Context: an optimization exercise on an open-source flow, tuned for small area and a short achievable clock period. The choices shown serve that exercise and are no tape-out recipe.
Where RTL was checked, it was by simulation tests only, not by an equivalence proof against the original.
Function not checked in runs 3 to 7: the RTL went through the layout flow alone.
Power is estimated from default activity; no workload was simulated.

**flow/design.v**
```verilog
module bus_slave (
    input  logic CLK,
    input  logic RSTN,
    input  logic B_UTIL,
    input  logic B_RW,
    input  logic B_BUS_IN,
    output logic S_ACK,
    output logic S_BUS_OUT,
    output logic S_BSY
);
    typedef enum logic [2:0] {
        ST_IDLE,
        ST_ADDR,
        ST_AACK,
        ST_WDATA,
        ST_WACK,
        ST_RDATA
    } state_t;
    state_t      state, state_d;
    logic [3:0]  cnt, cnt_d;
    logic        bsy_d, ack_d, bus_out_d;
    logic [7:0]  addr;       
    logic        ok, ok_d;   
    logic        rw;
    logic [7:0]  wd;         
    logic [7:0]  rd;         
    logic [2047:0] ring;     
    logic [7:0]    ph;       
    logic [7:0]    rpos;     
    logic [7:0]    wpos;     
    logic          wpend;    
    logic          mem_we;
    wire sel_bit = (cnt == 4'd12);
    always_comb begin
        state_d   = state;
        cnt_d     = cnt;
        ok_d      = ok;
        bus_out_d = 1'b0;
        mem_we    = 1'b0;
        case (state)
            ST_IDLE: begin
                if (B_UTIL) begin
                    cnt_d   = 4'd1;
                    state_d = ST_ADDR;
                end
            end
            ST_ADDR: begin
                if (!B_UTIL) begin
                    cnt_d   = '0;
                    state_d = ST_IDLE;
                end else begin
                    ok_d = (ok || (cnt == 4'd8)) && (B_BUS_IN == sel_bit);
                    if (cnt == 4'd15) begin
                        cnt_d   = '0;
                        state_d = ST_AACK;
                    end else begin
                        cnt_d = cnt + 4'd1;
                    end
                end
            end
            ST_AACK: begin
                if (cnt == 4'd3) begin
                    cnt_d = '0;
                    if (!ok) begin
                        state_d = ST_IDLE;
                    end else if (rw) begin
                        state_d = ST_WDATA;
                    end else begin
                        state_d = ST_RDATA;
                    end
                end else begin
                    cnt_d = cnt + 4'd1;
                end
            end
            ST_WDATA: begin
                if (!B_UTIL) begin
                    cnt_d   = '0;
                    state_d = ST_IDLE;
                end else if (cnt == 4'd7) begin
                    cnt_d   = '0;
                    state_d = ST_WACK;
                end else begin
                    cnt_d = cnt + 4'd1;
                end
            end
            ST_WACK: begin
                mem_we = (cnt == 4'd0);
                if (cnt == 4'd3) begin
                    cnt_d   = '0;
                    state_d = ST_IDLE;
                end else begin
                    cnt_d = cnt + 4'd1;
                end
            end
            ST_RDATA: begin
                if (B_UTIL) begin
                    bus_out_d = rd[cnt[2:0]];
                    if (cnt == 4'd7) begin
                        cnt_d   = '0;
                        state_d = ST_IDLE;
                    end else begin
                        cnt_d = cnt + 4'd1;
                    end
                end else begin
                    cnt_d = '0;
                end
            end
            default: begin
                cnt_d   = '0;
                state_d = ST_IDLE;
            end
        endcase
        bsy_d = (state_d != ST_IDLE);
        ack_d = (state_d == ST_WACK) || ((state_d == ST_AACK) && ok_d);
    end
    always_ff @(posedge CLK or negedge RSTN) begin
        if (!RSTN) begin
            state     <= ST_IDLE;
            cnt       <= '0;
            S_BSY     <= 1'b0;
            S_ACK     <= 1'b0;
            S_BUS_OUT <= 1'b0;
        end else begin
            state     <= state_d;
            cnt       <= cnt_d;
            S_BSY     <= bsy_d;
            S_ACK     <= ack_d;
            S_BUS_OUT <= bus_out_d;
        end
    end
    wire addr_en = (state == ST_IDLE) || ((state == ST_ADDR) && !cnt[3]);
    wire rwin    = ((state == ST_ADDR) && (cnt >= 4'd9)) || (state == ST_AACK);
    logic [7:0] tap;
    always_comb begin
        tap = '0;
        for (int m = 0; m < 32; m++)
            if (rpos[7:3] == 5'(m)) tap = ring[64*m +: 8];
    end
    wire rcap = rwin && (rpos[2:0] == 3'd0);
    wire rhit = wpend && (rpos == wpos);
    wire wins = wpend && (wpos[3:0] == 4'd0);
    always_ff @(posedge CLK) begin
        if (addr_en) addr <= {B_BUS_IN, addr[7:1]};
        ok <= ok_d;
        if ((state == ST_ADDR) && (cnt == 4'd15)) rw <= B_RW;
        if (state == ST_WDATA) wd <= {B_BUS_IN, wd[7:1]};
        if (rcap) rd <= rhit ? wd : tap;
        ph    <= ph + 8'd1;
        rpos  <= addr + ph + 8'd1;
        wpend <= mem_we || (wpend && !wins);
        if (mem_we) wpos <= addr + ph + 8'd1;
        else        wpos <= wpos + 8'd1;
    end
    always_ff @(posedge CLK) begin
        for (int s = 0; s < 256; s++) begin
            if ((s % 16 == 1) && wins && (wpos[7:4] == 4'(s / 16)))
                ring[8*s +: 8] <= wd;
            else
                ring[8*s +: 8] <= ring[8*((s + 255) % 256) +: 8];
        end
    end
endmodule
```
**flow/run.sh**
```bash
#!/bin/bash
# synth_recipe.tcl (not shown) runs the flow's synth.tcl, then flattens the netlist and writes it again
# the make line also repeats each setting of config.mk as NAME=value (left out here)
make -C /OpenROAD-flow-scripts/flow DESIGN_CONFIG=/design/flow/config.mk WORK_HOME=/design/flow/orfs CLKGATE_MAP_FILE= SYNTH_SCRIPT=/design/flow/synth_recipe.tcl finish
```
**flow/config.mk**
```make
export PLATFORM = sky130hd
export DESIGN_NAME = bus_slave
export DESIGN_NICKNAME = bus_slave
export VERILOG_FILES = /design/flow/design.v
export SDC_FILE = /design/flow/constraint.sdc
export NUM_CORES = 4
export LEC_CHECK = 0
export CAP_MARGIN = 20
export CORE_MARGIN = 2
export CORE_UTILIZATION = 60
export CTS_BUF_LIST = sky130_fd_sc_hd__clkbuf_4
export CTS_CLUSTER_SIZE = 16
export SETUP_SLACK_MARGIN = 1.5
export SLEW_MARGIN = 20
```
**flow/constraint.sdc**
```tcl
create_clock -name core_clock -period 4.0 [get_ports {CLK}]
set_input_delay 0.8000 -clock core_clock [delete_from_list [all_inputs] [get_ports {CLK}]]
set_output_delay 0.8000 -clock core_clock [all_outputs]
set_load 0.01 [all_outputs]
```
==> impl_metrics.csv, run 1 <==
group,metric,value,unit
outcome,status,"complete, no violations",
setup_path,cp_slowest_cell,"dfrtp_1",
global_route,grt_pass1_vias,24300,
place,hpwl,64.2,mm
die,initial_core_util,60.6,%
drt,ant_nets,0,
setup_path,start_kind,"flip-flop",
die,fp.dieH,289,um
pwr,p_int,0.0293,W
sta,period_minus_slack,2.50,ns
run,drv_cap,0,
setup_path,cp.buffers_inverters,1,
pwr,p_seq_share,57.0,%
sta,worstMarginPinSlew,0.939,ns
synthesis,synth_top_area_share,85.2,%
drt,detail_route.vias_per_cell,4.83,
synthesis,synth.top_cells.by_area,"dfxtp_1 85%, mux2_2 3.0%, edfxtp_1 1.5%",
die,die_area,83500,sq um
synthesis,ys_ff_latch,2109,
setup_path,cpLargestDelayFamily,"flip-flops",
synthesis,syn-cell-area,48700,sq um
setup_path,cp_num_cells,1,
drt,drt-total-wl,99.0,mm
sta,maxSlewViolCount,0,
synthesis,syn-num-nets,3036,
sta,hold_viol,0,
drt,dr_wl_met2,45.3,mm
pwr,p_comb_share,1.6,%
final_layout,layout_common_cells,"2071 x dfxtp_1, 684 x clkbuf_4, 131 x mux2_2, 92 x nand2_1, 86 x clkinv_1",
final_layout,area_growth,15.1,%
place,place_congestion,0.918,
worst_hold_path,hp-class,"in -> reg",
global_route,grt_max_degree,39,
die,coreArea,80400,sq um
final_layout,nets,3484,
die,die_w,289,um
synthesis,ys_async_sr_fraction,0.474,%
final_layout,layout-drive-gt1-share,25.1,%
synthesis,synthFlopType,"dfxtp_1",
sta,slew_headroom,37.4,%
synthesis,synth_edf_count,25,
pwr,irDropWorstVdd,0.488,mV
clocking,clk_pin_slew,0.07,ns
sta,setup_viol,0,
global_route,grt_pass1_wl,146,mm
setup_path,max_stage_delay,0.37,ns
sta,fmax,400,MHz
setup_path,worstSetupPathType,"reg -> out",
setup_path,cp.arrival,1.70,ns
pwr,power,0.0370,W
worst_hold_path,holdPathStages,1,
drt,drt_iter0_markers,1400,
sta,fin_worst_skew,0.0935,ns
global_route,grt_use_total,24.3,%
sta,tns,0,ns
drt,remaining_drc_errors,0,
place,port-buffer-count,7,
setup_path,reg2regPathDepth,9,
drt,highest_layer,"met4",
clocking,clock_latency,1.24,ns
clocking,clock-sinks,2109,
clocking,cts_tree,"yes",
sta,timing.hold.ws,0.178,ns
synthesis,synth_top_area_cell,"dfxtp_1",
place,preCtsSetupSlack,0.946,ns
synthesis,synth_warnings,1,
synthesis,ys_types,84,
setup_path,cp_cell_sequence,"buf_2",
sta,period_share,62.5,%
die,ios,8,
clocking,cts_htree_levels,5,
drt,met1_length,47.6,mm
sta,rsz0062_at_grt,"true",
drt,route.met3.wl,4.11,mm
drt,first_pass_iters,5,
pwr,power_density,659,nW/um^2
sta,setup_ws,1.50,ns
pwr,p_sw,0.00767,W
clocking,cts-root-buf,"clkbuf_4",
clocking,cts_buffers,467,
pwr,cellLeakagePower,23.1,nW
pwr,clkPwrFrac,41.4,%
drt,vias,23500,
synthesis,netlist_instances,3017,
pwr,swShare,20.8,%
global_route,antenna_found_initial,6,
final_layout,mostFrequentLayoutCell,"dfxtp_1",
synthesis,seq_area_frac_synth,87.3,%
setup_path,cp.required,3.20,ns
global_route,grt.overflow.total,0,
setup_path,critPathMaxFanout,1,
setup_path,endpoint_kind,"output port",
synthesis,syn_area_per_cell,16.2,sq um
clocking,clock_path_buffers,4,
drt,wl_per_cell,20.4,um
die,row_count,104,
metrics by stage:
stage                     area [sq um]  std cells  util (%)
final                            56100       4862      69.7
after floorplan                  48700       3017         -
after detailed placement         50000       4033      62.1
after global placement           50000       4033      62.1
after global routing             56100       4860      69.7
after CTS                        55900       4845      69.5
per-layer routing:
layer,GRT usage (%),vias to the layer above
met5,0,-
met4,10.3,0
met3,5.28,137
met2,36.8,615
met1,34.0,11500
li1,-,11200
timing repair:
action / CTS / global route
buffers inserted: 13 / 9
hold buffers: 1 / 0
endpoints found under the setup margin: 19 / 28
endpoints found under the hold margin: 10 / 0
pin swaps: 2 / 5
cloned: 0 / 0
gates resized for setup: 38 / 34
registers in the layout (all words and copies together), names as in the netlist:
| register | count |
|---|---|
| S_BUS_OUT | 1 |
| rpos | 8 |
| addr | 8 |
| cnt | 4 |
| rd | 8 |
| ring | 2048 |
| state | 3 |
| rw | 1 |
| wpend | 1 |
| wpos | 8 |
| ph | 8 |
| S_BSY | 1 |
| wd | 8 |
| ok | 1 |
| S_ACK | 1 |
cell type report:
cell class	instances	area (sq um)
diodes	8	20.0
clock buffers	684	5130
clock inverters	114	583
fillers	5427	24300
inverters	20	80.1
multi-input cells	807	5870
flip-flops and latches	2109	42500
well taps	1060	1330
repair buffers	60	536
cells by family (layout without fill, tap and decap cells):
logic type / Yosys count / in the layout / synth area share, %
buffers and inverters: 101 / 878 / 0.994
adder cells (fa/ha/maj): 14 / 14 / 0.375
XOR/XNOR: 26 / 26 / 0.467
AND/OR/NAND/NOR: 295 / 295 / 2.99
AO/OA/AOI/OAI: 303 / 303 / 3.97
flip-flops: 2109 / 2109 / 87.3
other: 0 / 8 / 0
multiplexers: 169 / 169 / 3.95
cell usage after synthesis (10+ instances only):
cell type and instances:
a31oi_1 12, xor2_1 13, buf_4 11, nand2_1 94, mux2_2 130, dfxtp_1 2074
clkbuf_1 31, inv_1 17, o22ai_1 25, nor2b_1 17, nand3_1 28, a21oi_1 80
nand2b_1 11, nor3_1 27, buf_2 33, a22oi_1 12, o21ai_0 71, edfxtp_1 25
nor2_1 62, xnor2_1 13, ha_1 13, mux2i_1 20, mux2_1 15, dfrtp_1 10
power groups by stage:
stage          sequential (W)  clock, W  combinational [W]
2_1_floorplan          0.0215         0           0.000345
3_3_place_gp           0.0216         0           0.000479
3_5_place_dp           0.0216         0           0.000482
4_1_cts                0.0211    0.0158           0.000542
5_1_grt                0.0211    0.0170           0.000603
6_report               0.0211    0.0153           0.000573
final timing paths:
kind,from,end,slack (ns)
max,S_BUS_OUT$_DFF_PN0_,S_BUS_OUT,1.50
min,B_RW,rw$_DFFE_PP_,0.18
max reg2reg,rpos[4]$_DFF_P_,rd[4]$_DFFE_PP_,1.53
min reg2reg,ring[1358]$_DFF_P_,ring[1366]$_DFF_P_,0.25
max in group asynchronous,RSTN,state[0]$_DFF_PN0_,3.18
min in group asynchronous,RSTN,S_ACK$_DFF_PN0_,0.46
==> run 2: changes to the inputs <==
--- a/flow/config.mk
+++ b/flow/config.mk
@@ -8,7 +8,4 @@
 export CAP_MARGIN = 20
 export CORE_MARGIN = 2
-export CORE_UTILIZATION = 60
-export CTS_BUF_LIST = sky130_fd_sc_hd__clkbuf_4
-export CTS_CLUSTER_SIZE = 16
-export SETUP_SLACK_MARGIN = 1.5
+export CORE_UTILIZATION = 40
 export SLEW_MARGIN = 20
==> impl_metrics.csv, run 2 <==
group,metric,value,unit
outcome,status,"complete, no violations",
global_route,antenna_found_initial,9,
clocking,holdBufCountCts,0,
final_layout,area_growth,16.9,%
drt,vias,21500,
clocking,cts-root-buf,"clkbuf_16",
worst_hold_path,hp-start,"ring[827]$_DFF_P_",
pwr,power_density,692,nW/um^2
final_layout,fin_util,46.9,%
sta,rsz0062_at_grt,"false",
synthesis,synth_warnings,1,
synthesis,ys_ff_latch,2109,
final_layout,layout-drive-gt1-share,14.5,%
drt,drt_iter0_markers,1555,
setup_path,cp.required,4.54,ns
synthesis,seq_area_frac_synth,87.3,%
synthesis,ys_types,84,
die,coreArea,121000,sq um
die,ios,8,
drt,first_pass_iters,5,
sta,fin_worst_skew,0.0533,ns
final_layout,mostFrequentLayoutCell,"dfxtp_1",
setup_path,regToRegStartpoint,"rpos[6]$_DFF_P_",
clocking,clock_latency,0.80,ns
pwr,power,0.0394,W
setup_path,reg2reg_to,"rd[4]$_DFFE_PP_",
clocking,clk_pin_slew,0.07,ns
sta,worstMarginPinSlew,0.952,ns
worst_hold_path,holdPathStages,0,
clocking,clock-sinks,2109,
synthesis,synthFlopType,"dfxtp_1",
clocking,cts_tree,"yes",
synthesis,syn_area_per_cell,16.2,sq um
synthesis,syn-cell-area,48700,sq um
global_route,grt.overflow.total,0,
place,post_dp_cell_area,50600,sq um
setup_path,start_kind,"flip-flop",
clocking,cts_buffers,180,
synthesis,synth_top_area_cell,"dfxtp_1",
sta,slew_headroom,36.4,%
die,initial_core_util,40.1,%
synthesis,synth_commonest_cells,"2074 x dfxtp_1, 130 x mux2_2, 94 x nand2_1, 80 x a21oi_1, 71 x o21ai_0",
drt,wl_per_cell,18.9,um
worst_hold_path,hp-class,"reg -> reg",
place,hpwl,62.3,mm
pwr,cellLeakagePower,22.6,nW
setup_path,r2r_setup_slack,0.83,ns
final_layout,layout_common_cells,"2071 x dfxtp_1, 184 x clkbuf_16, 130 x mux2_2, 94 x nand2_1, 80 x a21oi_1",
final_layout,regMostFlops,"ring",
die,die_area,125000,sq um
die,die_w,353,um
global_route,grt_max_degree,64,
synthesis,ys_async_sr_fraction,0.474,%
global_route,grt_pass1_vias,20500,
drt,ant_nets,0,
sta,tns,0,ns
drt,drt-total-wl,93.3,mm
synthesis,synth_top_area_share,85.2,%
synthesis,synth_edf_count,25,
drt,detail_route.vias_per_cell,4.36,
setup_path,cp.arrival,3.71,ns
sta,hold_viol,0,
final_layout,nets,3168,
die,fp.dieH,353,um
place,port-buffer-count,7,
setup_path,critPathMaxFanout,13,
synthesis,syn-num-nets,3036,
sta,setup_viol,0,
setup_path,reg2regPathDepth,7,
drt,remaining_drc_errors,0,
setup_path,endpoint_kind,"flip-flop",
pwr,irDropWorstVdd,0.411,mV
sta,maxSlewViolCount,0,
place,place_congestion,0.898,
sta,period_minus_slack,3.17,ns
final_layout,fin_area,56900,sq um
setup_path,worstSetupPathType,"reg -> reg",
synthesis,netlist_instances,3017,
clocking,cts_htree_levels,4,
run,drv_cap,0,
sta,fmax,315,MHz
clocking,clock_path_buffers,3,
synthesis,synth.most_common_cell,"dfxtp_1",
clocking,post_cts_buffers,0,
sta,period_share,79.3,%
synthesis,synth.top_cells.by_area,"dfxtp_1 85%, mux2_2 3.0%, edfxtp_1 1.5%",
worst_hold_path,hold_path_end,"ring[835]$_DFF_P_",
final_layout,largest_reg_flops,2048,
die,row_count,128,
global_route,grt_pass1_wl,135,mm
clocking,cts_resized,0,
global_route,grt_use_total,14.9,%
-- run 2: cell counts after synthesis --
Identical to the previous run, type by type.
-- run 2: layout make-up --
| class | instances | area (sq um) |
|---|---|---|
| Fill cell | 10500 | 64500 |
| Multi-Input combinational cell | 807 | 5730 |
| Inverter | 20 | 75.1 |
| Sequential cell | 2109 | 42500 |
| Tap cell | 1625 | 2030 |
| Clock buffer | 263 | 5330 |
| Timing Repair Buffer | 31 | 250 |
| Clock inverter | 74 | 980 |
| Antenna cell | 7 | 17.5 |
-- run 2: where the power goes --
| group | leakage (nW) | switching (W) | total, W | internal [W] |
|---|---|---|---|---|
| clock network | 3.11 | 0.00743 | 0.0178 | 0.0104 |
| logic | 2.37 | 0.000304 | 0.000455 | 0.000151 |
| registers | 17.1 | 0.0000656 | 0.0211 | 0.0211 |
| total | 22.6 | 0.00780 | 0.0394 | 0.0316 |
-- run 2: stage by stage --
stage	setup slack (ns)	cells	hold WS [ns]
global placement	0.944	4592	0.310
finish	0.829	4936	0.293
CTS	0.898	4929	0.265
detailed placement	0.922	4592	0.312
global route	0.695	4930	0.294
floorplan	1.93	3017	0.310
-- run 2: worst max-delay path by stage --
stage	start	endpoint	slack, ns
2_1_floorplan	B_UTIL	S_BSY$_DFF_PN0_	1.93
3_3_place_gp	rpos[6]$_DFF_P_	rd[4]$_DFFE_PP_	0.94
3_5_place_dp	rpos[6]$_DFF_P_	rd[4]$_DFFE_PP_	0.92
4_1_cts	rpos[6]$_DFF_P_	rd[4]$_DFFE_PP_	0.90
5_1_grt	rpos[6]$_DFF_P_	rd[4]$_DFFE_PP_	0.70
6_report	rpos[6]$_DFF_P_	rd[4]$_DFFE_PP_	0.83
-- run 2: per-layer routing --
metal | GRT usage, % | routed length [um]
met1 | 21.7 | 46000
met2 | 21.6 | 39500
met3 | 3.28 | 5320
met4 | 5.86 | 2530
met5 | 0 | 0
-- run 2: cell families (layout without fill, tap and decap cells) --
group                    Yosys count  count (layout)  share of synthesized area, %
AO/OA/AOI/OAI                    303             303                          3.97
other                              0               7                             0
XOR/XNOR                          26              26                         0.467
flip-flops                      2109            2109                          87.3
multiplexers                     169             169                          3.95
adder cells (fa/ha/maj)           14              14                         0.375
AND/OR/NAND/NOR                  295             295                          2.99
buffers and inverters            101             388                         0.994
-- run 2: critical path: stages, from the launching register on --
cell and delay, ns:
dfxtp_1 0.78, nand2b_1 0.45, nor2_2 0.55, nand2_1 0.19, o22ai_1 0.21, o21ai_1 0.10
a32o_1 0.31, a221o_1 0.32
==> run 3: changes to the inputs <==
--- a/flow/design.v
+++ b/flow/design.v
@@ -27,8 +27,14 @@
     logic [2047:0] ring;     
     logic [7:0]    ph;       
-    logic [7:0]    rpos;     
-    logic [7:0]    wpos;     
+    logic [7:0]    rp;       
+    logic [7:0]    wq;       
     logic          wpend;    
     logic          mem_we;
+    logic [3:0]    rlo;      
+    logic [7:0]    rhi;      
+    logic          rcap;     
+    logic          rhit;     
+    logic          wins;     
+    logic [3:0]    wport;
     wire sel_bit = (cnt == 4'd12);
     always_comb begin
@@ -130,14 +136,13 @@
     end
     wire addr_en = (state == ST_IDLE) || ((state == ST_ADDR) && !cnt[3]);
-    wire rwin    = ((state == ST_ADDR) && (cnt >= 4'd9)) || (state == ST_AACK);
+    wire rwin_n  = ((state == ST_ADDR) && (cnt >= 4'd9)) || ((state == ST_AACK) && (cnt != 4'd3));
+    wire       wpend_n = mem_we || (wpend && !wins);
+    wire [7:0] wsel    = mem_we ? rp : wq;    
     logic [7:0] tap;
     always_comb begin
         tap = '0;
         for (int m = 0; m < 32; m++)
-            if (rpos[7:3] == 5'(m)) tap = ring[64*m +: 8];
+            tap = tap | ({8{rhi[m / 4] & rlo[m % 4]}} & ring[64*m +: 8]);
     end
-    wire rcap = rwin && (rpos[2:0] == 3'd0);
-    wire rhit = wpend && (rpos == wpos);
-    wire wins = wpend && (wpos[3:0] == 4'd0);
     always_ff @(posedge CLK) begin
         if (addr_en) addr <= {B_BUS_IN, addr[7:1]};
@@ -147,12 +152,17 @@
         if (rcap) rd <= rhit ? wd : tap;
         ph    <= ph + 8'd1;
-        rpos  <= addr + ph + 8'd1;
-        wpend <= mem_we || (wpend && !wins);
-        if (mem_we) wpos <= addr + ph + 8'd1;
-        else        wpos <= wpos + 8'd1;
+        rp    <= addr + ph + 8'd2;
+        wq    <= wsel + 8'd1;
+        wpend <= wpend_n;
+        rcap  <= rwin_n && (rp[2:0] == 3'd0);
+        for (int i = 0; i < 4; i++) rlo[i] <= (rp[4:3] == 2'(i));
+        for (int i = 0; i < 8; i++) rhi[i] <= (rp[7:5] == 3'(i));
+        rhit  <= wpend_n && (rp == wsel);
+        wins  <= wpend_n && (wsel[3:0] == 4'd0);
+        wport <= wsel[7:4];
     end
     always_ff @(posedge CLK) begin
         for (int s = 0; s < 256; s++) begin
-            if ((s % 16 == 1) && wins && (wpos[7:4] == 4'(s / 16)))
+            if ((s % 16 == 1) && wins && (wport == 4'(s / 16)))
                 ring[8*s +: 8] <= wd;
             else
--- a/flow/config.mk
+++ b/flow/config.mk
@@ -8,4 +8,5 @@
 export CAP_MARGIN = 20
 export CORE_MARGIN = 2
-export CORE_UTILIZATION = 40
+export CORE_UTILIZATION = 75
+export SETUP_SLACK_MARGIN = 2.0
 export SLEW_MARGIN = 20
==> impl_metrics.csv, run 3 <==
group,metric,value,unit
drt,ant_nets,0,
setup_path,max_stage_delay,0.55,ns
synthesis,seq_area_frac_synth,89.9,%
global_route,grt_pass1_wl,169,mm
drt,drt-total-wl,128,mm
clocking,clock_latency,0.81,ns
drt,vias,23300,
sta,maxSlewViolCount,0,
clocking,cts_buffers,175,
final_layout,regMostFlops,"ring",
synthesis,netlist_instances,2788,
setup_path,critPathMaxFanout,6,
die,die_area,65600,sq um
outcome,status,"complete, no violations",
synthesis,synth_top_family_by_area,"compound AO/OA/AOI/OAI gates",
global_route,grt_max_degree,22,
synthesis,synth_edf_count,25,
sta,hold_viol,0,
pwr,power_density,804,nW/um^2
sta,timing.hold.ws,0.308,ns
final_layout,nFillCells,1996,
sta,slew_headroom,23.9,%
global_route,grt_use_total,36.1,%
setup_path,cpLargestDelayFamily,"simple AND/OR/NAND/NOR gates",
synthesis,synth_commonest_cells,"2093 x dfxtp_1, 112 x mux2_2, 74 x a22oi_1, 56 x clkbuf_1, 51 x nand2_1",
setup_path,start_kind,"flip-flop",
clocking,clk_pin_slew,0.07,ns
global_route,met2_usage,59.5,%
worst_hold_path,hp-class,"reg -> reg",
die,ios,8,
global_route,grt_util_met1,43.1,%
sta,tns,0,ns
place,hpwl,51.4,mm
clocking,cts_htree_levels,4,
synthesis,syn-num-nets,2813,
sta,fin_worst_skew,0.0546,ns
sta,rsz0062_at_grt,"true",
drt,remaining_drc_errors,0,
clocking,cts_tree,"yes",
pwr,cellLeakagePower,22.4,nW
sta,period_share,55.6,%
die,initial_core_util,75.8,%
final_layout,mostFrequentLayoutCell,"dfxtp_1",
sta,worstMarginPinSlew,1.14,ns
sta,fmax,450,MHz
die,coreArea,63000,sq um
setup_path,worstSetupPathType,"reg -> reg",
synthesis,synth_top_area_share,87.8,%
sta,setup_viol,0,
synthesis,synth.top_cells.by_area,"dfxtp_1 88%, mux2_2 2.6%, edfxtp_1 1.6%",
die,fp.dieH,256,um
setup_path,cp_slowest_cell,"or4_4",
clocking,clock-sinks,2128,
synthesis,synthSimpleGateAreaFrac,1.72,%
setup_path,cp.required,4.66,ns
drt,wl_per_cell,32.1,um
drt,drt_iter0_markers,2573,
final_layout,area_growth,16.6,%
synthesis,synthMuxAreaShare,2.88,%
final_layout,layout_common_cells,"2077 x dfxtp_1, 181 x clkbuf_16, 112 x mux2_2, 73 x a22oi_1, 60 x buf_4",
synthesis,synth_compound_area_share,3.69,%
synthesis,synth.most_common_cell,"dfxtp_1",
drt,first_pass_iters,6,
synthesis,syn-cell-area,47700,sq um
setup_path,cp_cell_sequence,"inv_2, ha_4, nand2b_4, or4_4, mux2i_4, inv_2, ha_4, o21ai_2, xnor2_1",
place,place_congestion,0.824,
synthesis,synth_top_area_cell,"dfxtp_1",
die,die_w,256,um
synthesis,ys_ff_latch,2128,
run,drv_cap,0,
final_layout,largest_reg_flops,2048,
drt,detail_route.vias_per_cell,5.85,
synthesis,synthFlopType,"dfxtp_1",
synthesis,ys_async_sr_fraction,0.470,%
setup_path,cp.arrival,2.89,ns
setup_path,cp.buffers_inverters,2,
global_route,grt_pass1_vias,24900,
pwr,irDropWorstVdd,0.749,mV
clocking,clock_path_buffers,3,
synthesis,synth_warnings,1,
global_route,grt-busiest-layer,"met2",
sta,period_minus_slack,2.22,ns
die,row_count,92,
synthesis,synth-xor-area-share,0.514,%
clocking,cts-root-buf,"clkbuf_16",
final_layout,layout-drive-gt1-share,18.0,%
final_layout,nets,3021,
setup_path,endpoint_kind,"flip-flop",
place,port-buffer-count,7,
synthesis,ys_types,62,
synthesis,synth_fa_ha_area_share,0.540,%
global_route,gr-usage-met3,8.24,%
global_route,grt.overflow.total,0,
global_route,antenna_found_initial,8,
synthesis,syn_area_per_cell,17.1,sq um
run 3: changes by cell type after synthesis, sizes merged, moves of 20 or more:
| cell | before | now |
|---|---|---|
| clkbuf | 31 | 56 |
| a22oi | 12 | 74 |
| a21oi | 80 | 29 |
| nor2 | 65 | 29 |
| buf | 50 | 5 |
| mux2 | 145 | 114 |
| o22ai | 25 | 5 |
| nand2 | 95 | 51 |
| o21ai | 78 | 30 |
| a22o | 2 | 31 |
run 3: per-layer routing:
metal  wire length (um)  vias up
li1                   -     9612
met1              45700    11600
met2              62500     1540
met3              10300      598
met4               9470        6
met5                 37        -
run 3: through the flow:
stage / instances / area, sq um / setup WS, ns / utilization [%] / total power (W)
3_5_place_dp: 3599 / 48800 / 1.48 / 77.5 / 0.0257
5_1_grt: 3979 / 55600 / 1.75 / 88.4 / 0.0455
4_1_cts: 3950 / 55200 / 1.84 / 87.6 / 0.0434
6_report: 3984 / 55600 / 1.78 / 88.4 / 0.0448
2_1_floorplan: 2788 / 47700 / 1.83 / - / 0.0246
3_3_place_gp: 3599 / 48800 / 1.49 / 77.5 / 0.0255
run 3: layout make-up:
| cell class | instances | area (sq um) | area share (%) |
|---|---|---|---|
| multi-input cells | 569 | 4770 | 8.58 |
| diodes | 5 | 12.5 | 0.0225 |
| clock buffers | 257 | 5150 | 9.26 |
| inverters | 30 | 130 | 0.234 |
| repair buffers | 92 | 907 | 1.63 |
| clock inverters | 57 | 654 | 1.18 |
| well taps | 846 | 1060 | 1.90 |
| flip-flops and latches | 2128 | 43000 | 77.2 |
run 3: worst paths after layout:
kind / start / end / slack (ns) / cells past startpoint
setup reg to reg: cnt[1]$_DFFE_PN0P_ / wq[4]$_DFF_P_ / 1.78 / 9
hold / removal: ring[1550]$_DFF_P_ / ring[1558]$_DFF_P_ / 0.31 / 0
min in group asynchronous: RSTN / S_BUS_OUT$_DFF_PN0_ / 0.40 / 1
hold reg to reg: ring[1550]$_DFF_P_ / ring[1558]$_DFF_P_ / 0.31 / 0
setup / recovery: cnt[1]$_DFFE_PN0P_ / wq[4]$_DFF_P_ / 1.78 / 9
max in group asynchronous: RSTN / state[0]$_DFF_PN0_ / 3.19 / 1
run 3: cell families after synthesis:
family | Yosys count
AOI/OAI and AO/OA | 240
and+or+nand+nor | 161
adders and majority gates | 20
xor gates and xnor gates | 28
buffers and inverters | 91
DFF | 2128
muxes | 120
run 3: worst register-to-register path: cells and delay by family, from the launching register on:
kind	cells	cell delay, ns
simple gates	2	0.61
flops	1	0.43
fa+ha+maj	2	0.33
mux	1	0.25
xor+xnor	1	0.23
buf+inv	2	0.18
compound gates	1	0.09
run 3: power by group:
| part | switching, W | internal [W] |
|---|---|---|
| Combinational | 0.00197 | 0.00126 |
| Clock | 0.00825 | 0.00965 |
| Sequential | 0.00109 | 0.0225 |
run 3: what timing repair did:
| item | in CTS | in global routing |
|---|---|---|
| setup endpoints to repair | 121 | 82 |
| pin swaps | 27 | 30 |
| gates resized for setup | 90 | 48 |
| gates cloned | 1 | 2 |
| buffers inserted | 36 | 27 |
| hold buffers | 0 | 0 |
| endpoints found under the hold margin | 0 | 0 |
==> run 4: changes to the inputs <==
--- a/flow/config.mk
+++ b/flow/config.mk
@@ -9,4 +9,7 @@
 export CORE_MARGIN = 2
 export CORE_UTILIZATION = 75
+export CTS_BUF_LIST = sky130_fd_sc_hd__clkbuf_8
+export CTS_CLUSTER_DIAMETER = 60
+export CTS_CLUSTER_SIZE = 16
 export SETUP_SLACK_MARGIN = 2.0
 export SLEW_MARGIN = 20
==> impl_metrics.csv, run 4 <==
group,metric,value,unit
worst_hold_path,hp-start,"ring[950]$_DFF_P_",
sta,maxSlewViolCount,0,
die,coreArea,63000,sq um
sta,tns,0,ns
final_layout,layout_common_cells,"2079 x dfxtp_1, 158 x clkbuf_8, 112 x mux2_2, 74 x a22oi_1, 61 x buf_4",
die,fp.dieH,256,um
final_layout,nets,2989,
pwr,cellLeakagePower,20.6,nW
final_layout,register_area,43000,sq um
synthesis,synth.top_cells.by_area,"dfxtp_1 88%, mux2_2 2.6%, edfxtp_1 1.6%",
drt,wl_per_cell,21.8,um
synthesis,synth_top_area_share,87.8,%
global_route,grt_pass1_vias,20600,
die,initial_core_util,75.8,%
global_route,grt_use_total,25.7,%
global_route,antenna_found_initial,2,
final_layout,fin_util,82.4,%
setup_path,cp_cell_sequence,"buf_6",
final_layout,largest_reg_flops,2048,
clocking,clock_path_buffers,3,
synthesis,synth_warnings,1,
outcome,status,"complete, no violations",
final_layout,mostFrequentLayoutCell,"dfxtp_1",
setup_path,cpLargestDelayFamily,"flip-flops",
setup_path,critPathMaxFanout,1,
sta,setup_viol,0,
drt,route.met3.wl,5.41,mm
final_layout,regMostFlops,"ring",
clocking,cts_htree_levels,4,
sta,setup_ws,1.87,ns
clocking,clock-sinks,2128,
drt,vias,20000,
setup_path,start_kind,"flip-flop",
synthesis,ys_async_sr_fraction,0.470,%
setup_path,reg2regPathDepth,6,
clocking,clock_latency,0.81,ns
setup_path,cp.arrival,1.33,ns
setup_path,endpoint_kind,"output port",
setup_path,cp.required,3.20,ns
worst_hold_path,hp-class,"reg -> reg",
clocking,holdBufCountCts,0,
final_layout,multi_input_area,4710,sq um
sta,period_share,53.2,%
sta,hold_viol,0,
place,port-buffer-count,7,
final_layout,nFillCells,2993,
clocking,cts-root-buf,"clkbuf_8",
sta,rsz0062_at_grt,"true",
synthesis,seq_area_frac_synth,89.9,%
clocking,cts_tree,"yes",
synthesis,syn_area_per_cell,17.1,sq um
drt,ant_nets,0,
synthesis,syn-num-nets,2813,
synthesis,netlist_instances,2788,
sta,fin_worst_skew,0.0453,ns
synthesis,synth_commonest_cells,"2093 x dfxtp_1, 112 x mux2_2, 74 x a22oi_1, 56 x clkbuf_1, 51 x nand2_1",
setup_path,cp_slowest_cell,"dfrtp_1",
synthesis,synth.most_common_cell,"dfxtp_1",
synthesis,syn-cell-area,47700,sq um
setup_path,cp.buffers_inverters,1,
synthesis,ys_types,62,
place,place_congestion,0.824,
global_route,grt_pass1_wl,124,mm
setup_path,r2r_setup_slack,1.88,ns
drt,met1_length,37.6,mm
final_layout,layout-drive-gt1-share,14.6,%
drt,first_pass_iters,5,
final_layout,area_growth,8.81,%
drt,drt_iter0_markers,1550,
sta,worstMarginPinSlew,1.00,ns
place,preCtsSetupSlack,1.48,ns
drt,drt-total-wl,83.8,mm
sta,period_minus_slack,2.13,ns
pwr,irDropWorstVdd,0.473,mV
global_route,grt_max_degree,31,
die,die_area,65600,sq um
setup_path,reg2reg_to,"wq[6]$_DFF_P_",
drt,dr_wl_met2,37.5,mm
die,ios,8,
drt,detail_route.vias_per_cell,5.21,
setup_path,regToRegStartpoint,"cnt[3]$_DFFE_PN0P_",
synthesis,synth_edf_count,25,
setup_path,max_stage_delay,0.39,ns
place,hpwl,51.4,mm
run,drv_cap,0,
synthesis,synthFlopType,"dfxtp_1",
clocking,clk_pin_slew,0.10,ns
sta,fmax,470,MHz
sta,slew_headroom,33.2,%
pwr,power_density,685,nW/um^2
drt,remaining_drc_errors,0,
die,die_w,256,um
setup_path,worstSetupPathType,"reg -> out",
worst_hold_path,hold_path_end,"ring[958]$_DFF_P_",
synthesis,ys_ff_latch,2128,
die,row_count,92,
synthesis,synth_top_area_cell,"dfxtp_1",
global_route,grt.overflow.total,0,
drt,highest_layer,"met4",
worst_hold_path,holdPathStages,0,
clocking,cts_buffers,151,
run 4: per-layer routing:
metal / GRT usage (%) / vias to the layer above
met5: 0 / -
met4: 11.8 / 0
met3: 5.16 / 203
met2: 39.1 / 701
met1: 36.3 / 9696
li1: - / 9416
run 4: layout make-up:
cell class / count / share of cell area [%]
Antenna cell: 2 / 0.00964
Clock buffer: 158 / 4.19
Clock inverter: 23 / 0.260
Inverter: 30 / 0.236
Multi-Input combinational cell: 569 / 9.08
Sequential cell: 2128 / 82.7
Tap cell: 846 / 2.04
Timing Repair Buffer: 84 / 1.44
run 4: worst max path at each step:
| stage | from | endpoint | slack [ns] | depth (start not counted) |
|---|---|---|---|---|
| 6_report | S_ACK$_DFF_PN0_ | S_ACK | 1.87 | 1 |
| 3_5_place_dp | B_UTIL | S_ACK$_DFF_PN0_ | 1.48 | 6 |
| 5_1_grt | S_ACK$_DFF_PN0_ | S_ACK | 1.82 | 1 |
| 3_3_place_gp | B_UTIL | S_ACK$_DFF_PN0_ | 1.49 | 6 |
| 2_1_floorplan | cnt[1]$_DFFE_PN0P_ | wq[6]$_DFF_P_ | 1.83 | 11 |
| 4_1_cts | rhi[0]$_DFF_P_ | rd[3]$_DFFE_PP_ | 1.76 | 5 |
run 4: report_power, final:
group | internal, W | switching, W | total, W
clock network | 0.00360 | 0.00594 | 0.00954
logic | 0.00113 | 0.00154 | 0.00266
registers | 0.0225 | 0.000838 | 0.0234
total | 0.0272 | 0.00832 | 0.0356
run 4: cell families (layout without fill, tap and decap cells):
family	Yosys count	count (layout)	share of synthesized area [%]
muxes	120	120	2.88
adders and majority gates	20	20	0.540
DFF	2128	2128	89.9
and+or+nand+nor	161	161	1.72
xor gates and xnor gates	28	28	0.514
AOI/OAI and AO/OA	240	240	3.69
buffers and inverters	91	295	0.732
other	0	2	0
run 4: metrics by stage:
| stage | cell area (sq um) | power (W) | hold WS (ns) | instances |
|---|---|---|---|---|
| CTS | 51500 | 0.0352 | 0.241 | 3808 |
| global route | 51900 | 0.0367 | 0.307 | 3839 |
| floorplan | 47700 | 0.0246 | 0.310 | 2788 |
| global placement | 48800 | 0.0255 | 0.310 | 3599 |
| detailed placement | 48800 | 0.0257 | 0.312 | 3599 |
| finish | 51900 | 0.0356 | 0.296 | 3840 |
run 4: timing repair:
action | CTS | global route
setup buffers | 28 | 30
endpoints found under the setup margin | 96 | 66
pin swaps | 13 | 28
gates resized for setup | 59 | 55
==> run 5: changes to the inputs <==
--- a/flow/config.mk
+++ b/flow/config.mk
@@ -12,4 +12,3 @@
 export CTS_CLUSTER_DIAMETER = 60
 export CTS_CLUSTER_SIZE = 16
-export SETUP_SLACK_MARGIN = 2.0
 export SLEW_MARGIN = 20
==> impl_metrics.csv, run 5 <==
group,metric,value,unit
drt,drt-total-wl,80.2,mm
synthesis,synthFlopType,"dfxtp_1",
pwr,cellLeakagePower,20.3,nW
clocking,clock_path_buffers,3,
die,die_area,65600,sq um
pwr,irDropWorstVdd,0.481,mV
setup_path,r2r_setup_slack,1.51,ns
drt,wl_per_cell,21.2,um
clocking,post_cts_buffers,0,
synthesis,synth_top_area_cell,"dfxtp_1",
die,fp.dieH,256,um
pwr,power_density,680,nW/um^2
die,initial_core_util,75.8,%
global_route,antenna_found_initial,4,
clocking,clock_latency,0.80,ns
drt,highest_layer,"met4",
setup_path,cp.required,4.67,ns
pwr,p_sw,0.00801,W
final_layout,area_growth,6.94,%
final_layout,layout-drive-gt1-share,10.8,%
final_layout,nets,2927,
clocking,cts_tree,"yes",
clocking,cts-root-buf,"clkbuf_8",
synthesis,ys_ff_latch,2128,
synthesis,netlist_instances,2788,
die,ios,8,
drt,dr_wl_met2,35.7,mm
synthesis,syn-cell-area,47700,sq um
sta,rsz0062_at_grt,"false",
synthesis,synth_edf_count,25,
place,place_congestion,0.826,
sta,maxSlewViolCount,0,
place,hpwl,49.3,mm
setup_path,cp.arrival,3.16,ns
synthesis,syn_area_per_cell,17.1,sq um
sta,period_minus_slack,2.49,ns
synthesis,synth.most_common_cell,"dfxtp_1",
setup_path,cp_cell_sequence,"ha_1, nor3b_1, nor3_1, a211oi_1, inv_1, or3_1",
die,die_w,256,um
final_layout,mostFrequentLayoutCell,"dfxtp_1",
drt,ant_nets,0,
synthesis,synth_warnings,1,
global_route,grt_max_degree,31,
clocking,cts_resized,0,
setup_path,regToRegStartpoint,"cnt[0]$_DFFE_PN0P_",
worst_hold_path,hp-class,"in -> async",
final_layout,regMostFlops,"ring",
clocking,cts_htree_levels,4,
synthesis,ys_async_sr_fraction,0.470,%
sta,setup_viol,0,
drt,vias,19600,
sta,tns,0,ns
setup_path,endpoint_kind,"flip-flop",
sta,slew_headroom,17.1,%
pwr,p_seq_share,67.7,%
synthesis,synth.top_cells.by_area,"dfxtp_1 88%, mux2_2 2.6%, edfxtp_1 1.6%",
final_layout,largest_reg_flops,2048,
drt,remaining_drc_errors,0,
synthesis,synth_commonest_cells,"2093 x dfxtp_1, 112 x mux2_2, 74 x a22oi_1, 56 x clkbuf_1, 51 x nand2_1",
final_layout,stdcell_count,3777,
global_route,grt_use_total,25.0,%
setup_path,critPathMaxFanout,8,
pwr,p_comb_share,5.1,%
global_route,grt_pass1_wl,120,mm
drt,route.met3.wl,5.45,mm
die,coreArea,63000,sq um
setup_path,cp_slowest_cell,"dfrtp_1",
global_route,grt.overflow.total,0,
pwr,p_int,0.0267,W
run,drv_cap,0,
setup_path,max_stage_delay,0.55,ns
setup_path,reg2regPathDepth,6,
sta,fmax,401,MHz
die,row_count,92,
drt,met1_length,36.2,mm
clocking,clk_pin_slew,0.11,ns
setup_path,worstSetupPathType,"reg -> reg",
final_layout,layout_common_cells,"2089 x dfxtp_1, 155 x clkbuf_8, 112 x mux2_2, 74 x a22oi_1, 51 x nand2_1",
synthesis,seq_area_frac_synth,89.9,%
clocking,holdBufCountCts,0,
place,placed_cells,3596,
clocking,clock-sinks,2128,
drt,detail_route.vias_per_cell,5.19,
pwr,swShare,23.1,%
global_route,grt_pass1_vias,20200,
sta,worstMarginPinSlew,1.24,ns
place,port-buffer-count,7,
sta,hold_viol,0,
synthesis,ys_types,62,
sta,period_share,62.3,%
drt,first_pass_iters,6,
synthesis,syn-num-nets,2813,
outcome,status,"complete, no violations",
clocking,cts_buffers,150,
setup_path,reg2reg_to,"S_BSY$_DFF_PN0_",
pwr,clkPwrFrac,27.2,%
drt,drt_iter0_markers,1527,
setup_path,start_kind,"flip-flop",
synthesis,synth_top_area_share,87.8,%
sta,fin_worst_skew,0.0311,ns
==> run 5: cell counts after synthesis <==
Identical to the previous run, type by type.
==> run 5: power by group through the flow <==
stage	Combinational, W	Clock [W]	Sequential, W
2_1_floorplan	0.00131	0	0.0233
4_1_cts	0.00174	0.00964	0.0235
3_3_place_gp	0.00165	0	0.0238
5_1_grt	0.00188	0.0104	0.0236
3_5_place_dp	0.00172	0	0.0239
6_report	0.00178	0.00941	0.0235
==> run 5: cell families after synthesis <==
group / count (synthesis) / share of synthesized area (%)
multiplexers: 120 / 2.88
AND/OR/NAND/NOR: 161 / 1.72
XOR/XNOR: 28 / 0.514
adder cells (fa/ha/maj): 20 / 0.540
buffers and inverters: 91 / 0.732
AO/OA/AOI/OAI: 240 / 3.69
flip-flops: 2128 / 89.9
==> run 5: final cells by class <==
cell class | instances | area [sq um]
Multi-Input combinational cell | 569 | 4480
Tap cell | 846 | 1060
Inverter | 30 | 113
Sequential cell | 2128 | 42900
Clock inverter | 25 | 134
Antenna cell | 1 | 2.50
Fill cell | 3161 | 11900
Clock buffer | 155 | 2130
Timing Repair Buffer | 23 | 190
==> run 5: worst max-delay path, delay by kind of cell (launching register included) <==
kind | cells | cell delay (ns)
flops | 1 | 0.55
buf+inv | 1 | 0.11
simple gates | 3 | 1.02
fa+ha+maj | 1 | 0.35
compound gates | 1 | 0.33
==> run 5: worst max path at each step <==
| stage | start | to | cells past startpoint |
|---|---|---|---|
| floorplan | cnt[0]$_DFFE_PN0P_ | wq[6]$_DFF_P_ | 11 |
| global placement | B_UTIL | S_ACK$_DFF_PN0_ | 6 |
| detailed placement | B_UTIL | S_ACK$_DFF_PN0_ | 6 |
| CTS | S_ACK$_DFF_PN0_ | S_ACK | 1 |
| global route | cnt[0]$_DFFE_PN0P_ | S_BSY$_DFF_PN0_ | 6 |
| finish | cnt[0]$_DFFE_PN0P_ | S_BSY$_DFF_PN0_ | 6 |
==> run 5: routing by layer <==
metal / track usage [%] / vias to the layer above
met2: 37.9 / 623
met5: 0 / -
met3: 5.19 / 178
met4: 10.7 / 0
li1: - / 9300
met1: 35.5 / 9502
==> run 5: per-stage QoR <==
stage | hold slack (ns) | utilization, % | total power (W) | area, sq um | setup slack, ns
3_3_place_gp | 0.310 | 77.4 | 0.0255 | 48700 | 1.48
6_report | 0.302 | 81.0 | 0.0347 | 51000 | 1.51
2_1_floorplan | 0.310 | - | 0.0246 | 47700 | 1.69
4_1_cts | 0.232 | 81.0 | 0.0348 | 51000 | 1.44
3_5_place_dp | 0.312 | 77.4 | 0.0257 | 48700 | 1.47
5_1_grt | 0.283 | 81.0 | 0.0358 | 51000 | 1.31
==> run 6: changes to the inputs <==
--- a/flow/config.mk
+++ b/flow/config.mk
@@ -10,5 +10,6 @@
 export CORE_UTILIZATION = 75
 export CTS_BUF_LIST = sky130_fd_sc_hd__clkbuf_8
-export CTS_CLUSTER_DIAMETER = 60
-export CTS_CLUSTER_SIZE = 16
+export CTS_CLUSTER_DIAMETER = 45
+export CTS_CLUSTER_SIZE = 18
+export SETUP_SLACK_MARGIN = 1.0
 export SLEW_MARGIN = 20
==> impl_metrics.csv, run 6 <==
group,metric,value,unit
sta,hold_viol,0,
clocking,cts_resized,0,
clocking,clock_path_buffers,3,
die,row_count,92,
final_layout,layout_common_cells,"2089 x dfxtp_1, 162 x clkbuf_8, 112 x mux2_2, 74 x a22oi_1",
drt,ant_nets,0,
pwr,p_sw,0.00812,W
sta,period_share,62.0,%
synthesis,synth.top_cells.by_area,"dfxtp_1 88%, mux2_2 2.6%, edfxtp_1 1.6%",
sta,fmax,403,MHz
setup_path,reg2regPathDepth,6,
final_layout,layout-drive-gt1-share,11.4,%
clocking,holdBufCountCts,0,
setup_path,critPathMaxFanout,8,
final_layout,largest_reg_flops,2048,
synthesis,ys_types,62,
clocking,clock-sinks,2128,
synthesis,synth_top_area_cell,"dfxtp_1",
setup_path,regToRegStartpoint,"cnt[0]$_DFFE_PN0P_",
worst_hold_path,hold_path_end,"ring[187]$_DFF_P_",
sta,timing.hold.ws,0.313,ns
die,fp.dieH,256,um
global_route,antenna_found_initial,3,
clocking,clock_latency,0.79,ns
clocking,cts_buffers,143,
final_layout,mostFrequentLayoutCell,"dfxtp_1",
drt,drt-total-wl,80.5,mm
synthesis,synth_top_family_by_area,"compound AO/OA/AOI/OAI gates",
global_route,grt_pass1_vias,20100,
synthesis,synth_warnings,1,
clocking,cts-root-buf,"clkbuf_8",
setup_path,r2r_setup_slack,1.52,ns
clocking,clk_pin_slew,0.11,ns
drt,vias,19700,
drt,wl_per_cell,21.2,um
synthesis,syn-num-nets,2813,
clocking,cts_tree,"yes",
synthesis,synth_commonest_cells,"2093 x dfxtp_1, 112 x mux2_2, 74 x a22oi_1, 56 x clkbuf_1, 51 x nand2_1",
sta,slew_headroom,18.0,%
sta,worstMarginPinSlew,1.23,ns
setup_path,cp.required,4.65,ns
setup_path,cp_slowest_cell,"dfrtp_1",
pwr,power_density,684,nW/um^2
final_layout,register_area,42900,sq um
die,die_area,65600,sq um
final_layout,nFillCells,3139,
pwr,irDropWorstVdd,0.538,mV
die,coreArea,63000,sq um
setup_path,start_kind,"flip-flop",
sta,tns,0,ns
pwr,swShare,23.2,%
setup_path,worstSetupPathType,"reg -> reg",
synthesis,seq_area_frac_synth,89.9,%
die,die_w,256,um
synthesis,synth_edf_count,25,
pwr,p_comb_share,5.1,%
worst_hold_path,holdPathStages,0,
worst_hold_path,hp-start,"ring[179]$_DFF_P_",
pwr,cellLeakagePower,20.4,nW
synthesis,ys_async_sr_fraction,0.470,%
synthesis,synth.most_common_cell,"dfxtp_1",
run,drv_cap,0,
sta,maxSlewViolCount,0,
setup_path,cp_cell_sequence,"ha_1, nor3b_1, nor3_1, a211oi_1, inv_1, or3_1",
outcome,status,"complete, no violations",
setup_path,max_stage_delay,0.55,ns
synthesis,netlist_instances,2788,
synthesis,synth_compound_area_share,3.69,%
place,place_congestion,0.826,
clocking,cts_htree_levels,4,
final_layout,regMostFlops,"ring",
place,hpwl,49.3,mm
synthesis,synthSimpleGateAreaFrac,1.72,%
global_route,grt.overflow.total,0,
worst_hold_path,hp-class,"reg -> reg",
setup_path,reg2reg_to,"S_BSY$_DFF_PN0_",
sta,period_minus_slack,2.48,ns
sta,fin_worst_skew,0.0241,ns
synthesis,syn_area_per_cell,17.1,sq um
die,ios,8,
synthesis,synthMuxAreaShare,2.88,%
sta,setup_viol,0,
synthesis,synth_top_area_share,87.8,%
drt,detail_route.vias_per_cell,5.18,
setup_path,cp.arrival,3.13,ns
synthesis,synthFlopType,"dfxtp_1",
clocking,post_cts_buffers,0,
synthesis,synth_fa_ha_area_share,0.540,%
global_route,grt_use_total,24.9,%
final_layout,multi_input_area,4480,sq um
sta,rsz0062_at_grt,"false",
pwr,clkPwrFrac,27.9,%
synthesis,synth-xor-area-share,0.514,%
synthesis,ys_ff_latch,2128,
drt,remaining_drc_errors,0,
global_route,grt_pass1_wl,120,mm
drt,first_pass_iters,7,
synthesis,syn-cell-area,47700,sq um
pwr,p_int,0.0269,W
drt,drt_iter0_markers,1501,
final_layout,nets,2920,
die,initial_core_util,75.8,%
place,port-buffer-count,7,
global_route,grt_max_degree,31,
pwr,p_seq_share,67.0,%
setup_path,endpoint_kind,"flip-flop",
final_layout,area_growth,7.42,%
-- run 6: power by group through the flow --
stage	logic (W)	registers [W]	clock network (W)
global placement	0.00165	0.0238	0
global route	0.00187	0.0236	0.0107
detailed placement	0.00172	0.0239	0
CTS	0.00173	0.0235	0.0100
finish	0.00177	0.0235	0.00978
floorplan	0.00131	0.0233	0
-- run 6: final cells by class --
cell class                 instances  area share [%]
clock inverter                    43           0.522
sequential                      2128            83.7
multi-input combinational        569            8.75
inverter                          30           0.220
clock buffer                     162            4.35
timing repair buffer              23           0.371
tap                              846            2.07
antenna                            1         0.00488
-- run 6: worst max path at each step --
stage	start	end	slack [ns]	cells after the start
CTS	S_ACK$_DFF_PN0_	S_ACK	1.47	1
global placement	B_UTIL	S_ACK$_DFF_PN0_	1.48	6
finish	cnt[0]$_DFFE_PN0P_	S_BSY$_DFF_PN0_	1.52	6
detailed placement	B_UTIL	S_ACK$_DFF_PN0_	1.47	6
global route	cnt[0]$_DFFE_PN0P_	S_BSY$_DFF_PN0_	1.34	6
floorplan	cnt[0]$_DFFE_PN0P_	wq[6]$_DFF_P_	1.69	11
-- run 6: cells by family after synthesis --
group,after synthesis
fa+ha+maj,20
buf+inv,91
simple gates,161
flops,2128
mux,120
xor+xnor,28
compound gates,240
-- run 6: stage by stage --
| stage | instances | power [W] | setup WS [ns] | cell area (sq um) | util (%) |
|---|---|---|---|---|---|
| 4_1_cts | 3801 | 0.0352 | 1.47 | 51200 | 81.4 |
| 3_3_place_gp | 3596 | 0.0255 | 1.48 | 48700 | 77.4 |
| 6_report | 3802 | 0.0350 | 1.52 | 51200 | 81.4 |
| 3_5_place_dp | 3596 | 0.0257 | 1.47 | 48700 | 77.4 |
| 5_1_grt | 3802 | 0.0362 | 1.34 | 51200 | 81.4 |
| 2_1_floorplan | 2788 | 0.0246 | 1.69 | 47700 | - |
-- run 6: worst max-delay path, delay by kind of cell, from the launching register on --
| family | cells | cell delay (ns) |
|---|---|---|
| and+or+nand+nor | 3 | 1.02 |
| adders and majority gates | 1 | 0.36 |
| AOI/OAI and AO/OA | 1 | 0.34 |
| buffers and inverters | 1 | 0.11 |
| DFF | 1 | 0.55 |
-- run 6: layer usage --
| layer | vias up | routed length [um] | GRT usage, % | share of wire (%) |
|---|---|---|---|---|
| li1 | 9316 | - | - | - |
| met1 | 9558 | 36600 | 35.3 | 45 |
| met2 | 625 | 35900 | 37.9 | 45 |
| met3 | 177 | 5230 | 5.55 | 6.5 |
| met4 | 0 | 2800 | 10.3 | 3.5 |
| met5 | - | 0 | 0 | 0 |
==> run 7: changes to the inputs <==
==> flow/design.v (replaced) <==
module bus_slave (
    input  logic CLK,
    input  logic RSTN,
    input  logic B_UTIL,
    input  logic B_RW,
    input  logic B_BUS_IN,
    output logic S_ACK,
    output logic S_BUS_OUT,
    output logic S_BSY
);
    logic       s_addr, s_aack, s_wdata, s_wack, s_rdata;
    logic [3:0] cnt;
    logic [7:0] addr;        
    logic       ok;          
    logic       rw;
    logic [7:0] wd;          
    logic [7:0] rd;          
    wire idle = !S_BSY;
    wire last = (s_addr && (cnt == 4'd15)) ||
                ((s_aack || s_wack) && (cnt[1:0] == 2'd3)) ||
                ((s_wdata || s_rdata) && (cnt[2:0] == 3'd7));
    wire ok_d   = s_addr ? ((ok || (cnt == 4'd8)) && (B_BUS_IN == (cnt == 4'd12))) : ok;
    wire addr_d = s_addr && B_UTIL && !last;
    wire aack_d = (s_addr && B_UTIL && last) || (s_aack && !last);
    wire wdata_d = (s_aack && last && ok && rw) || (s_wdata && B_UTIL && !last);
    wire wack_d = (s_wdata && B_UTIL && last) || (s_wack && !last);
    wire rdata_d = (s_aack && last && ok && !rw) || (s_rdata && !(B_UTIL && last));
    wire inc    = (idle && B_UTIL) ||
                  (!last && (s_aack || s_wack || ((s_addr || s_wdata || s_rdata) && B_UTIL)));
    wire mem_we = s_wack && (cnt[1:0] == 2'd0);
    always_ff @(posedge CLK or negedge RSTN) begin
        if (!RSTN) begin
            s_addr    <= 1'b0;
            s_aack    <= 1'b0;
            s_wdata   <= 1'b0;
            s_wack    <= 1'b0;
            s_rdata   <= 1'b0;
            cnt       <= '0;
            S_BSY     <= 1'b0;
            S_ACK     <= 1'b0;
            S_BUS_OUT <= 1'b0;
        end else begin
            s_addr    <= (idle && B_UTIL) || addr_d;
            s_aack    <= aack_d;
            s_wdata   <= wdata_d;
            s_wack    <= wack_d;
            s_rdata   <= rdata_d;
            cnt       <= inc ? cnt + 4'd1 : 4'd0;
            S_BSY     <= (idle && B_UTIL) || addr_d || aack_d || wdata_d || wack_d || rdata_d;
            S_ACK     <= wack_d || (aack_d && ok_d);
            S_BUS_OUT <= s_rdata && B_UTIL && rd[cnt[2:0]];
        end
    end
    logic [2047:0] ring;     
    logic [7:0]    ph;       
    logic [7:0]    wq;       
    logic          wpend;    
    logic [3:0]    rlo;      
    logic [7:0]    rhi;      
    logic          rcap;     
    logic          rhit;     
    logic          wins;     
    logic [3:0]    wport;
    wire rwin_n = (s_addr && (cnt >= 4'd9)) || (s_aack && (cnt[1:0] != 2'd3));
    wire [7:0] rnext   = addr + ph + 8'd1;        
    wire       wpend_n = mem_we || (wpend && !wins);
    wire [7:0] wsel    = mem_we ? rnext : wq;     
    logic [7:0] tap;
    always_comb begin
        tap = '0;
        for (int m = 0; m < 32; m++)
            tap = tap | ({8{rhi[m / 4] & rlo[m % 4]}} & ring[64*m +: 8]);
    end
    always_ff @(posedge CLK) begin
        if (idle || (s_addr && !cnt[3])) addr <= {B_BUS_IN, addr[7:1]};
        ok <= ok_d;
        if (s_addr) rw <= B_RW;
        if (s_wdata) wd <= {B_BUS_IN, wd[7:1]};
        if (rcap) rd <= rhit ? wd : tap;
        ph    <= ph + 8'd1;
        wq    <= wsel + 8'd1;
        wpend <= wpend_n;
        rcap  <= rwin_n && (rnext[2:0] == 3'd0);
        for (int i = 0; i < 4; i++) rlo[i] <= (rnext[4:3] == 2'(i));
        for (int i = 0; i < 8; i++) rhi[i] <= (rnext[7:5] == 3'(i));
        rhit  <= wpend_n && (rnext == wsel);
        wins  <= wpend_n && (wsel[3:0] == 4'd0);
        wport <= wsel[7:4];
    end
    always_ff @(posedge CLK) begin
        for (int s = 0; s < 256; s++) begin
            if ((s % 16 == 1) && wins && (wport == 4'(s / 16)))
                ring[8*s +: 8] <= wd;
            else
                ring[8*s +: 8] <= ring[8*((s + 255) % 256) +: 8];
        end
    end
endmodule
--- a/flow/config.mk
+++ b/flow/config.mk
@@ -10,6 +10,6 @@
 export CORE_UTILIZATION = 75
 export CTS_BUF_LIST = sky130_fd_sc_hd__clkbuf_8
-export CTS_CLUSTER_DIAMETER = 45
-export CTS_CLUSTER_SIZE = 18
-export SETUP_SLACK_MARGIN = 1.0
+export CTS_CLUSTER_DIAMETER = 60
+export CTS_CLUSTER_SIZE = 16
+export SETUP_SLACK_MARGIN = 2.0
 export SLEW_MARGIN = 20
==> impl_metrics.csv, run 7 <==
group,metric,value,unit
die,coreArea,62900,sq um
synthesis,netlist_instances,2830,
final_layout,mostFrequentLayoutCell,"dfxtp_1",
setup_path,cp_slowest_cell,"edfxtp_1",
synthesis,ys_types,72,
pwr,clkPwrFrac,27.7,%
setup_path,worstSetupPathType,"reg -> reg",
sta,setup_ws,1.76,ns
synthesis,synth_warnings,1,
die,die_w,256,um
synthesis,synth_top_area_share,87.7,%
die,fp.dieH,256,um
place,placed_cells,3645,
clocking,cts-root-buf,"clkbuf_8",
final_layout,fin_util,83.1,%
global_route,grt_pass1_vias,21000,
die,die_area,65500,sq um
setup_path,cp_cell_sequence,"ha_1, nor2b_4, o2111ai_1, mux2_4, a2111oi_4, o2111ai_2, o31ai_2",
sta,period_minus_slack,2.24,ns
drt,remaining_drc_errors,0,
setup_path,cp.arrival,2.98,ns
synthesis,synth.most_common_cell,"dfxtp_1",
clocking,cts_buffers,150,
setup_path,cp.buffers_inverters,0,
global_route,grt.overflow.total,0,
sta,maxSlewViolCount,0,
sta,timing.hold.ws,0.304,ns
clocking,cts_htree_levels,4,
worst_hold_path,hp-class,"reg -> reg",
pwr,p_sw,0.00800,W
sta,fmax,447,MHz
setup_path,startpoint,"addr[1]$_DFFE_PP_",
sta,rsz0062_at_grt,"true",
setup_path,max_stage_delay,0.44,ns
synthesis,ys_async_sr_fraction,0.566,%
final_layout,regMostFlops,"ring",
pwr,cellLeakagePower,20.7,nW
pwr,p_comb_share,7.3,%
setup_path,cp.required,4.74,ns
setup_path,critPathMaxFanout,3,
synthesis,ys_ff_latch,2122,
drt,drt_iter0_markers,1826,
drt,detail_route.vias_per_cell,5.27,
sta,slew_headroom,44.0,%
place,port-buffer-count,7,
drt,ant_nets,0,
run,drv_cap,0,
global_route,antenna_found_initial,5,
clocking,clock_path_buffers,3,
synthesis,syn-cell-area,47600,sq um
clocking,clock-sinks,2122,
global_route,grt_use_total,26.7,%
setup_path,cpLargestDelayFamily,"compound AO/OA/AOI/OAI gates",
place,hpwl,50.4,mm
setup_path,start_kind,"flip-flop",
synthesis,syn_area_per_cell,16.8,sq um
synthesis,synth_top_area_cell,"dfxtp_1",
synthesis,syn-num-nets,2850,
place,preCtsSetupSlack,1.35,ns
sta,fin_worst_skew,0.0270,ns
final_layout,layout-drive-gt1-share,14.1,%
drt,drt-total-wl,86.7,mm
final_layout,stdcell_count,3887,
synthesis,synth.top_cells.by_area,"dfxtp_1 88%, mux2_2 1.7%, edfxtp_1 1.6%",
global_route,grt_pass1_wl,127,mm
pwr,p_int,0.0266,W
drt,vias,20500,
final_layout,layout_common_cells,"2068 x dfxtp_1, 156 x clkbuf_8, 104 x nand2_1, 73 x mux2_2, 72 x a22oi_1",
synthesis,synth_commonest_cells,"2085 x dfxtp_1, 111 x nand2_1, 77 x a22oi_1, 73 x mux2_2, 67 x o21ai_0",
final_layout,nets,3031,
sta,tns,0,ns
die,row_count,92,
synthesis,synth_edf_count,25,
setup_path,regToRegStartpoint,"addr[1]$_DFFE_PP_",
pwr,p_seq_share,65.1,%
final_layout,area_growth,9.74,%
synthesis,seq_area_frac_synth,89.9,%
die,initial_core_util,75.7,%
sta,setup_viol,0,
drt,wl_per_cell,22.3,um
clocking,clk_pin_slew,0.10,ns
pwr,swShare,23.1,%
clocking,cts_tree,"yes",
sta,hold_viol,0,
synthesis,synthFlopType,"dfxtp_1",
global_route,grt_max_degree,30,
die,ios,8,
sta,period_share,55.9,%
final_layout,largest_reg_flops,2048,
clocking,clock_latency,0.82,ns
sta,worstMarginPinSlew,0.838,ns
pwr,power_density,662,nW/um^2
drt,first_pass_iters,10,
pwr,irDropWorstVdd,0.488,mV
worst_hold_path,hp-start,"ring[2043]$_DFF_P_",
place,place_congestion,0.857,
setup_path,endpoint_kind,"flip-flop",
outcome,status,"complete, no violations",
run 7: power groups by stage:
stage / Combinational (W) / Sequential, W / Clock, W
after detailed placement: 0.00149 / 0.0231 / 0
after global placement: 0.00145 / 0.0230 / 0
after global routing: 0.00261 / 0.0226 / 0.0105
after floorplan: 0.00118 / 0.0226 / 0
after CTS: 0.00213 / 0.0225 / 0.00971
final: 0.00251 / 0.0225 / 0.00956
run 7: worst register-to-register path: stages (launching register included):
cell and delay [ns]:
edfxtp_1 0.44, ha_1 0.30, nor2b_4 0.13, o2111ai_1 0.24, mux2_4 0.34, a2111oi_4 0.37, o2111ai_2 0.16, o31ai_2 0.19
run 7: area by class of cell:
type / instances / area (sq um)
antenna: 2 / 5.00
clock buffer: 156 / 2150
clock inverter: 24 / 155
fill: 2973 / 10600
inverter: 24 / 90.1
multi-input combinational: 629 / 4930
sequential: 2122 / 42800
tap: 846 / 1060
timing repair buffer: 84 / 995
run 7: timing repair:
| item | CTS | global route |
|---|---|---|
| hold buffers | 0 | 0 |
| setup endpoints to repair | 109 | 64 |
| endpoints found under the hold margin | 0 | 0 |
| gates resized for setup | 98 | 48 |
| setup buffers | 37 | 20 |
| gates cloned | 3 | 0 |
| pin swaps | 28 | 31 |
run 7: through the flow:
step	cell area, sq um	power [W]
floorplan	47700	0.0237
global placement	48700	0.0245
detailed placement	48700	0.0246
CTS	51800	0.0344
global route	52200	0.0356
finish	52200	0.0346
run 7: routing by layer:
layer | up-vias | track usage (%) | routed length, um
li1 | 9575 | - | -
met1 | 9871 | 36.5 | 38100
met2 | 772 | 41.9 | 39400
met3 | 257 | 5.44 | 5570
met4 | 2 | 12.1 | 3690
met5 | - | 0 | 16
run 7: path summary, 6_finish.rpt:
check | cells past startpoint | slack (ns) | endpoint
setup / recovery | 7 | 1.76 | rhit$_DFF_P_
hold / removal | 0 | 0.30 | ring[3]$_DFF_P_
setup reg to reg | 7 | 1.76 | rhit$_DFF_P_
hold reg to reg | 0 | 0.30 | ring[3]$_DFF_P_
max in group asynchronous | 1 | 3.23 | s_wdata$_DFF_PN0_
min in group asynchronous | 1 | 0.34 | cnt[2]$_DFF_PN0_
run 7: kinds of logic (layout without fill, tap and decap cells):
| kind of cell | Yosys count | count (layout) | share of synthesized area, % |
|---|---|---|---|
| AND/OR/NAND/NOR | 240 | 240 | 2.39 |
| flip-flops | 2122 | 2122 | 89.9 |
| multiplexers | 82 | 82 | 2.00 |
| XOR/XNOR | 23 | 23 | 0.455 |
| buffers and inverters | 79 | 288 | 0.689 |
| adder cells (fa/ha/maj) | 15 | 15 | 0.410 |
| AO/OA/AOI/OAI | 269 | 269 | 4.15 |
| other | 0 | 2 | 0 |

[static timing again, ports no longer ideal]
How much do the figures lean on ideal ports? The routed layouts below were timed once more, with nothing changed but the port constraints.
Step 1 assumes that a clkbuf_16 drives the clock port and a buf_2 every other input.
Step 2, shift: input delay + t, output delay - t, t = (earliest + latest rising clock arrival at the registers) / 2. This alone moves slack from input paths to output paths.
Three values: no drivers, after step 1, after step 2; two values: the first two.
run	shift t [ns]	setup WS [ns]	hold WS [ns]	pins driven straight from the clock port
run 1	1.271	1.501 / 1.432 / 1.254	0.178 / 0.132 / 0.246	1
run 2	0.845	0.829 / 0.829 / 0.829	0.293 / 0.287 / 0.293	1
run 3	0.847	1.777 / 1.777 / 1.247	0.308 / 0.308 / 0.308	1
run 4	0.852	1.873 / 1.807 / 1.478	0.296 / 0.282 / 0.296	1
run 5	0.843	1.509 / 1.475 / 1.441	0.302 / 0.277 / 0.303	1
run 6	0.839	1.518 / 1.495 / 1.403	0.313 / 0.313 / 0.313	1
run 7	0.875	1.762 / 1.762 / 1.498	0.304 / 0.300 / 0.304	1
After both steps setup and hold are still met in every run listed. The setup slack of run 3, which loses most, moves by 0.000 ns with the drivers and by -0.530 ns with both steps.
